Context: an optimization exercise on an open-source flow, tuned for small area, a short achievable clock period and few clock cycles per item. The choices shown serve that exercise and are no tape-out recipe. Only simulation tests tie the RTL to the original design; equivalence was not proved. No activity file was given, so power comes from the tool's default toggle rates.

## flow/config.mk

```make
export PLATFORM = sky130hd
export DESIGN_NAME = message_field_filter_core
export DESIGN_NICKNAME = message_field_filter_core
export VERILOG_FILES = /design/flow/design.v
export SDC_FILE = /design/flow/constraint.sdc
export NUM_CORES = 4
export LEC_CHECK = 0
export CAP_MARGIN = 20
export CORE_MARGIN = 2
export CORE_UTILIZATION = 40
export SLEW_MARGIN = 20
```

## flow/constraint.sdc

```tcl
create_clock -name core_clock -period 8.5 [get_ports {clk}]
set_input_delay 1.7000 -clock core_clock [delete_from_list [all_inputs] [get_ports {clk}]]
set_output_delay 1.7000 -clock core_clock [all_outputs]
set_load 0.01 [all_outputs]
```

## flow/run.sh

```bash
#!/bin/bash
# synth_recipe.tcl (not shown) runs the flow's synth.tcl, then flattens the netlist and writes it again
# the make line also repeats each setting of config.mk as NAME=value (left out here)
make -C /OpenROAD-flow-scripts/flow DESIGN_CONFIG=/design/flow/config.mk WORK_HOME=/design/flow/orfs CLKGATE_MAP_FILE= SYNTH_SCRIPT=/design/flow/synth_recipe.tcl finish
```

## flow/design.v

```verilog
`timescale 1ns / 1ps
package mff_pkg;
    localparam int TEMPLATE_BYTES = 8;
    localparam int SIZE_BITS      = 16;
    localparam int TB_IDX_BITS    = (TEMPLATE_BYTES > 1) ? $clog2(TEMPLATE_BYTES) : 1;
    localparam int LEN_W          = ((SIZE_BITS > 16) ? SIZE_BITS : 16) + 1;
    localparam logic [SIZE_BITS-1:0] SIZE_MAX = {SIZE_BITS{1'b1}};
    localparam logic [1:0] MODE_TEMPLATE = 2'd0;
    localparam logic [1:0] MODE_RANGE    = 2'd1;
    localparam logic [1:0] MODE_SLICE    = 2'd2;
    localparam logic [2:0] CFG_FILTER_MODE     = 3'd0;
    localparam logic [2:0] CFG_REQUIRED_LENGTH = 3'd1;
    localparam logic [2:0] CFG_FIELD_OFFSET    = 3'd2;
    localparam logic [2:0] CFG_COMPARE_COUNT   = 3'd3;
    localparam logic [2:0] CFG_TEMPLATE_BYTES  = 3'd4;
    localparam logic [2:0] CFG_RANGE_START     = 3'd5;
    localparam logic [2:0] CFG_RANGE_WIDTH     = 3'd6;
    localparam logic [2:0] CFG_SLICE_SIZE      = 3'd7;
    typedef struct packed {
        logic [1:0]  filter_mode;
        logic [15:0] required_length;
        logic [15:0] field_offset;
        logic [3:0]  compare_count;
        logic [63:0] template_bytes;
        logic [31:0] range_start;
        logic [31:0] range_width;
        logic [15:0] slice_size;
    } cfg_t;
    typedef struct packed {
        logic [SIZE_BITS-1:0] size;
        logic                 overflow;
        logic                 template_equal;
        logic [31:0]          range_word;
    } msg_t;
    typedef struct packed {
        logic        matched;
        logic [15:0] slice_start;
        logic [15:0] slice_length;
        logic [15:0] message_size;
        logic        size_overflow;
    } result_t;
endpackage
`timescale 1ns / 1ps
import mff_pkg::*;
module mff_accum
(
    input  logic       clk,
    input  logic       rst_n,
    input  mff_pkg::cfg_t       cfg,
    input  logic       fire,
    input  logic [7:0] data_byte,
    input  logic       last_byte,
    output mff_pkg::msg_t       msg_next
);
    mff_pkg::msg_t                   msg_reg;
    logic [LEN_W-1:0]       pos_w;
    logic [LEN_W-1:0]       off_w;
    logic [LEN_W-1:0]       rel;
    logic [TB_IDX_BITS-1:0] tb_idx;
    logic [7:0]             tb_byte;
    logic [3:0]             eff;
    assign pos_w   = LEN_W'(msg_reg.size);
    assign off_w   = LEN_W'(cfg.field_offset);
    assign rel     = pos_w - off_w;
    assign tb_idx  = rel[TB_IDX_BITS-1:0];
    assign tb_byte = cfg.template_bytes[{tb_idx, 3'b000} +: 8];
    assign eff     = (cfg.compare_count > 4'(TEMPLATE_BYTES)) ? 4'(TEMPLATE_BYTES)
                                                          : cfg.compare_count;
    always_comb
    begin
        msg_next = msg_reg;
        if (msg_reg.size == SIZE_MAX)
        begin
            msg_next.overflow = 1'b1;
        end
        else
        begin
            msg_next.size = msg_reg.size + SIZE_BITS'(1);
            if (pos_w >= off_w)
            begin
                if (cfg.filter_mode == MODE_TEMPLATE && rel < LEN_W'(eff))
                begin
                    if (tb_byte != data_byte)
                    begin
                        msg_next.template_equal = 1'b0;
                    end
                end
                else if (cfg.filter_mode == MODE_RANGE && rel < LEN_W'(4))
                begin
                    msg_next.range_word[{rel[1:0], 3'b000} +: 8] =
                        msg_reg.range_word[{rel[1:0], 3'b000} +: 8] | data_byte;
                end
            end
        end
    end
    always_ff @(posedge clk or negedge rst_n)
    begin
        if (!rst_n)
        begin
            msg_reg <= {SIZE_BITS'(0), 1'b0, 1'b1, 32'd0};
        end
        else if (fire)
        begin
            if (last_byte)
            begin
                msg_reg <= {SIZE_BITS'(0), 1'b0, 1'b1, 32'd0};
            end
            else
            begin
                msg_reg <= msg_next;
            end
        end
    end
endmodule
`timescale 1ns / 1ps
import mff_pkg::*;
module mff_verdict
(
    input  mff_pkg::cfg_t    cfg,
    input  mff_pkg::msg_t    msg,
    output mff_pkg::result_t result
);
    logic [LEN_W-1:0] size_w;
    logic [LEN_W-1:0] off_w;
    logic [31:0]      word_diff;
    logic             ok;
    logic [3:0]       eff;
    assign size_w    = LEN_W'(msg.size);
    assign off_w     = LEN_W'(cfg.field_offset);
    assign word_diff = msg.range_word - cfg.range_start;
    assign eff       = (cfg.compare_count > 4'(TEMPLATE_BYTES)) ? 4'(TEMPLATE_BYTES)
                                                            : cfg.compare_count;
    always_comb
    begin
        ok                  = !msg.overflow;
        result.slice_start  = '0;
        result.slice_length = 16'(msg.size);
        if (cfg.required_length != '0 && size_w != LEN_W'(cfg.required_length))
        begin
            ok = 1'b0;
        end
        case (cfg.filter_mode)
            MODE_TEMPLATE:
            begin
                if (size_w < off_w + LEN_W'(eff)
                    || !msg.template_equal)
                begin
                    ok = 1'b0;
                end
            end
            MODE_RANGE:
            begin
                if (size_w < off_w + LEN_W'(4) || !(word_diff < cfg.range_width))
                begin
                    ok = 1'b0;
                end
            end
            MODE_SLICE:
            begin
                result.slice_start  = cfg.field_offset;
                result.slice_length = cfg.slice_size;
                if (size_w < off_w + LEN_W'(cfg.slice_size))
                begin
                    ok = 1'b0;
                end
            end
            default:
            begin
                ok = 1'b0;
            end
        endcase
        result.matched       = ok;
        result.message_size  = 16'(msg.size);
        result.size_overflow = msg.overflow;
    end
endmodule
`timescale 1ns / 1ps
import mff_pkg::*;
module mff_out_buf
(
    input  logic    clk,
    input  logic    rst_n,
    input  logic    push,
    input  mff_pkg::result_t push_data,
    input  logic    out_stall,
    output logic    out_valid,
    output mff_pkg::result_t out_data,
    output logic    full
);
    logic    main_valid_reg;
    logic    skid_valid_reg;
    mff_pkg::result_t main_reg;
    mff_pkg::result_t skid_reg;
    logic    pop;
    assign pop       = main_valid_reg && !out_stall;
    assign out_valid = main_valid_reg;
    assign out_data  = main_reg;
    assign full      = skid_valid_reg;
    always_ff @(posedge clk or negedge rst_n)
    begin
        if (!rst_n)
        begin
            main_valid_reg <= 1'b0;
            skid_valid_reg <= 1'b0;
        end
        else if (skid_valid_reg)
        begin
            if (pop)
            begin
                main_valid_reg <= 1'b1;
                skid_valid_reg <= 1'b0;
            end
        end
        else if (!main_valid_reg || pop)
        begin
            main_valid_reg <= push;
        end
        else if (push)
        begin
            skid_valid_reg <= 1'b1;
        end
    end
    always_ff @(posedge clk)
    begin
        if (skid_valid_reg)
        begin
            if (pop)
            begin
                main_reg <= skid_reg;
            end
        end
        else if (!main_valid_reg || pop)
        begin
            main_reg <= push_data;
        end
        else if (push)
        begin
            skid_reg <= push_data;
        end
    end
endmodule
`timescale 1ns / 1ps
import mff_pkg::*;
module message_field_filter_core
(
    input  logic        clk,
    input  logic        rst_n,
    input  logic        cfg_we,
    input  logic [2:0]  cfg_index,
    input  logic [63:0] cfg_data,
    input  logic        in_valid,
    output logic        in_stall,
    input  logic [7:0]  data_byte,
    input  logic        last_byte,
    output logic        out_valid,
    input  logic        out_stall,
    output logic        matched,
    output logic [15:0] slice_start,
    output logic [15:0] slice_length,
    output logic [15:0] message_size,
    output logic        size_overflow
);
    mff_pkg::cfg_t       cfg_reg;
    logic       in_valid_reg;
    logic [7:0] data_reg;
    logic       last_reg;
    logic       buf_full;
    logic       fire;
    logic       accept;
    mff_pkg::msg_t       msg_next;
    mff_pkg::result_t    result;
    mff_pkg::result_t    out_data;
    assign fire     = in_valid_reg && (!last_reg || !buf_full);
    assign in_stall = in_valid_reg && last_reg && buf_full;
    assign accept   = in_valid && !in_stall;
    always_ff @(posedge clk or negedge rst_n)
    begin
        if (!rst_n)
        begin
            cfg_reg <= '0;
        end
        else if (cfg_we)
        begin
            case (cfg_index)
                CFG_FILTER_MODE:     cfg_reg.filter_mode     <= cfg_data[1:0];
                CFG_REQUIRED_LENGTH: cfg_reg.required_length <= cfg_data[15:0];
                CFG_FIELD_OFFSET:    cfg_reg.field_offset    <= cfg_data[15:0];
                CFG_COMPARE_COUNT:   cfg_reg.compare_count   <= cfg_data[3:0];
                CFG_TEMPLATE_BYTES:  cfg_reg.template_bytes  <= cfg_data;
                CFG_RANGE_START:     cfg_reg.range_start     <= cfg_data[31:0];
                CFG_RANGE_WIDTH:     cfg_reg.range_width     <= cfg_data[31:0];
                CFG_SLICE_SIZE:      cfg_reg.slice_size      <= cfg_data[15:0];
                default:             cfg_reg                 <= cfg_reg;
            endcase
        end
    end
    always_ff @(posedge clk or negedge rst_n)
    begin
        if (!rst_n)
        begin
            in_valid_reg <= 1'b0;
        end
        else if (accept)
        begin
            in_valid_reg <= 1'b1;
        end
        else if (fire)
        begin
            in_valid_reg <= 1'b0;
        end
    end
    always_ff @(posedge clk)
    begin
        if (accept)
        begin
            data_reg <= data_byte;
            last_reg <= last_byte;
        end
    end
    mff_accum u_accum (
        .clk       (clk),
        .rst_n     (rst_n),
        .cfg       (cfg_reg),
        .fire      (fire),
        .data_byte (data_reg),
        .last_byte (last_reg),
        .msg_next  (msg_next)
    );
    mff_verdict u_verdict (
        .cfg    (cfg_reg),
        .msg    (msg_next),
        .result (result)
    );
    mff_out_buf u_out_buf (
        .clk       (clk),
        .rst_n     (rst_n),
        .push      (fire && last_reg),
        .push_data (result),
        .out_stall (out_stall),
        .out_valid (out_valid),
        .out_data  (out_data),
        .full      (buf_full)
    );
    assign matched       = out_data.matched;
    assign slice_start   = out_data.slice_start;
    assign slice_length  = out_data.slice_length;
    assign message_size  = out_data.message_size;
    assign size_overflow = out_data.size_overflow;
endmodule
```

==> results.sh <==
export IMPL_status="finished clean"
export IMPL_first_global_vias=16694
export IMPL_initial_core_util_pct=40.4
export IMPL_antenna_found_initial=4
export IMPL_antenna_left=0
export IMPL_synth_flop_cell="dfrtp_1"
export IMPL_drt_first_pass_iters=6
export IMPL_gr_total_overflow=0
export IMPL_largest_reg_flops=182
export IMPL_drive_gt1_share_pct=17.5
export IMPL_critical_path_class="reg -> reg"
export IMPL_max_clock_freq_mhz=125
export IMPL_critical_path_peak_fanout=8
export IMPL_synth_fp_nets=2255
export IMPL_hold_buffers=0
export IMPL_critPathMaxStageDelay_ns=0.44
export IMPL_place_ws_ns=0.330
export IMPL_cts_root_buffer="clkbuf_16"
export IMPL_yosysTopAreaCell="dfrtp_1"
export IMPL_async_flop_share_pct=68.3
export IMPL_grt_max_degree=123
export IMPL_synth_cell_types=90
export IMPL_arrival_ns=8.45
export IMPL_layout_setup_ws_ns=0.509
export IMPL_power_density_nw_per_um2=245
export IMPL_numClockSinks=344
export IMPL_setup_viol=0
export IMPL_ios=133
export IMPL_hpwl_um=51800
export IMPL_layout_min_cycle_time_ns=7.99
export IMPL_synthCells=2017
export IMPL_nets=2406
export IMPL_hold_viol=0
export IMPL_viasPerCell=5.73
export IMPL_cts_tree="done"
export IMPL_syn_cell_area_um2=21200
export IMPL_htreeDepth=2
export IMPL_drtIter0Drc=1279
export IMPL_tns_ns=0
export IMPL_netlist_top_cells_area="dfrtp_1 28%, edfxtp_1 15%, mux2_2 10%"
export IMPL_report_final_slew_viol_count=0
export IMPL_synth_top_cell_area_share_pct=27.6
export IMPL_hp_class="reg -> reg"
export IMPL_core_um2=52400
export IMPL_ys_ff_latch=344
export IMPL_cp_end_kind="flop"
export IMPL_max_slew_margin_pct=28.8
export IMPL_wire_per_inst_um=23.6
export IMPL_die_area_um2=54900
export IMPL_drc_errors=0
export IMPL_clock_skew_ns=0.0191
export IMPL_crit_slowest_cell="nor4b_4"
export IMPL_crit_required_ns=8.95
export IMPL_clk_pin_slew_worst_paths_ns=0.06
export IMPL_gp_congestion=0.986
export IMPL_cts_buffer_depth=3
export IMPL_cts_buffers=42
export IMPL_p_leak_nw=10.8
export IMPL_grt_pass1_wl_um=103000
export IMPL_grt_use_total_pct=25.1
export IMPL_syn2layout_area_growth_pct=18.3
export IMPL_synth_edf_count=109
export IMPL_post_route_util_pct=47.8
export IMPL_ir_worst_vdd_v=0.000154
export IMPL_ys_seq_area_share_pct=43.2
export IMPL_num_vias=16570
export IMPL_tightest_slew_ns=1.06
export IMPL_startpoint_type="flop"
export IMPL_power_mw=6.15
export IMPL_post_route_period_util_pct=94.0
export IMPL_max_cap_viol_count=0
export IMPL_portBuffers=132
export IMPL_chipWidth_um=234
export IMPL_yosys_warnings=4
export IMPL_clk_latency_ns=0.58
export IMPL_rows=84
export IMPL_die_h_um=234
export IMPL_avgSynthCellArea_um2=10.5
export IMPL_routed_wl_um=68400
==> through the flow <==
stage,hold WS (ns),cells,area (um2)
finish,0.500,2892,25100
global route,0.508,2890,25100
CTS,0.502,2889,25000
detailed placement,0.489,2811,23500
global placement,0.482,2810,23500
floorplan,0.471,2017,21200
==> worst paths after layout <==
kind / startpoint / endpoint / slack [ns] / depth (start not counted)
worst max-delay path: u_accum.msg_reg[34] / u_out_buf.main_reg[49] / 0.51 / 32
max in group asynchronous: rst_n / u_accum.msg_reg[49] / 6.02 / 2
worst max register to register: u_accum.msg_reg[34] / u_out_buf.main_reg[49] / 0.51 / 32
worst min-delay path: cfg_reg[144] / cfg_reg[144] / 0.50 / 1
min in group asynchronous: rst_n / cfg_reg[127] / 1.20 / 1
worst min register to register: cfg_reg[144] / cfg_reg[144] / 0.50 / 1
==> power by group <==
group | internal [mW] | total (mW) | switching (mW)
sequential | 1.99 | 2.19 | 0.199
clock | 1.22 | 1.99 | 0.770
combinational | 0.903 | 1.98 | 1.07
total | 4.11 | 6.15 | 2.04
==> synthesized netlist by cell type, types with 24 or more instances <==
cell,number
edfxtp_1,109
nand3_1,35
a21o_1,41
nor2_1,127
clkbuf_1,58
nand4_1,35
ha_1,153
dfrtp_1,234
mux4_2,24
nor3_1,27
mux2_2,191
xnor2_1,82
a21oi_1,83
inv_1,125
o21ai_0,126
a32oi_1,25
nand2_1,211
==> worst max-delay path, delay by kind of cell, from the launching register on <==
kind / cells / cell delay, ns
AO/OA/AOI/OAI: 21 / 4.91
multiplexers: 1 / 0.19
buffers and inverters: 2 / 0.28
adder cells (fa/ha/maj): 4 / 1.24
flip-flops: 1 / 0.34
AND/OR/NAND/NOR: 4 / 0.88
==> placed cells by master (no fill, tap or decap), types with 8 or more instances in the layout <==
master / Yosys / final
nor2_1: 127 / 127
inv_1: 125 / 125
nor4_1: 18 / 17
clkbuf_16: 0 / 43
o2bb2ai_1: 16 / 16
o21a_1: 19 / 19
a21o_1: 41 / 41
o2111ai_1: 9 / 9
o31ai_1: 23 / 23
edfxtp_1: 109 / 109
clkdlybuf4s50_1: 0 / 131
a2111oi_0: 10 / 8
dfrtp_1: 234 / 232
nand3_1: 35 / 35
nand2b_1: 18 / 18
nor3_1: 27 / 24
ha_1: 153 / 151
xnor2_1: 82 / 81
a32oi_1: 25 / 25
xor2_1: 20 / 20
buf_4: 0 / 53
mux4_2: 24 / 24
or3_1: 10 / 8
nor2b_1: 19 / 19
nand4_1: 35 / 35
nand2_1: 211 / 210
bufinv_16: 0 / 8
mux2i_1: 9 / 8
a31oi_1: 12 / 12
clkinv_1: 8 / 10
o21ai_0: 126 / 123
a21oi_1: 83 / 82
mux2_2: 191 / 191
==> per-layer routing <==
metal	vias up	GRT usage, %	share of wire (%)
li1	7686	-	-
met2	524	44.6	50
met3	155	3.34	4.6
met5	-	0	0
met4	0	9.49	4.1
met1	8205	30.8	41
==> final cells by class <==
| class | instances | area (um2) |
|---|---|---|
| Fill cell | 4820 | 27400 |
| Multi-Input combinational cell | 1460 | 11300 |
| Sequential cell | 344 | 9160 |
| Timing Repair Buffer | 187 | 1760 |
| Clock buffer | 51 | 1150 |
| Tap cell | 688 | 861 |
| Inverter | 133 | 499 |
| Clock inverter | 27 | 385 |
| Antenna cell | 2 | 5.00 |
==> timing repair <==
action / 4_1_cts / 5_1_grt
setup endpoints to repair: 0 / 2
setup buffers: 0 / 1
gates resized for setup: 0 / 18
==> kinds of logic (layout without fill, tap and decap cells) <==
family                   Yosys count  in the layout  synth area share (%)
XOR/XNOR                         103            103                  4.33
flip-flops                       344            344                  43.2
buffers and inverters            213            398                  4.22
AO/OA/AOI/OAI                    431            431                  13.6
multiplexers                     224            224                  13.1
adder cells (fa/ha/maj)          157            157                  9.41
other                              0              2                     0
AND/OR/NAND/NOR                  545            545                  12.1
Testbench counts, summed over its fixed seeds: cycles 31,396, items 2,400.

-- separate check: timing with driven ports --
No port has a modelled driver above. Below, the same layout with a new extraction and two added sets of constraints.
Step 1: set_driving_cell puts a clkbuf_16 on clk and a buf_2 on each other input, an assumption about the parent block.
Step 2 adds t to the input delays and takes it off the output delays; t is the mean of the earliest and latest rising clock arrival at the registers after step 1. Input paths then give back, and output paths get back, about the clock's delay inside the block.
Slacks: ideal ports / drivers / drivers and shift; pairs: ideal ports / drivers.
t (ns): 0.629
setup slack, ns: 0.509 / 0.509 / 0.509
worst setup path after step 2: register to register
clock arrival spread, ns: 0.022 / 0.022
worst slew at a driven data input, ns: 0.06
After both steps setup and hold are still met in this run. For this run, drivers alone change the setup slack by 0.000 ns; drivers and shift together by 0.000 ns.
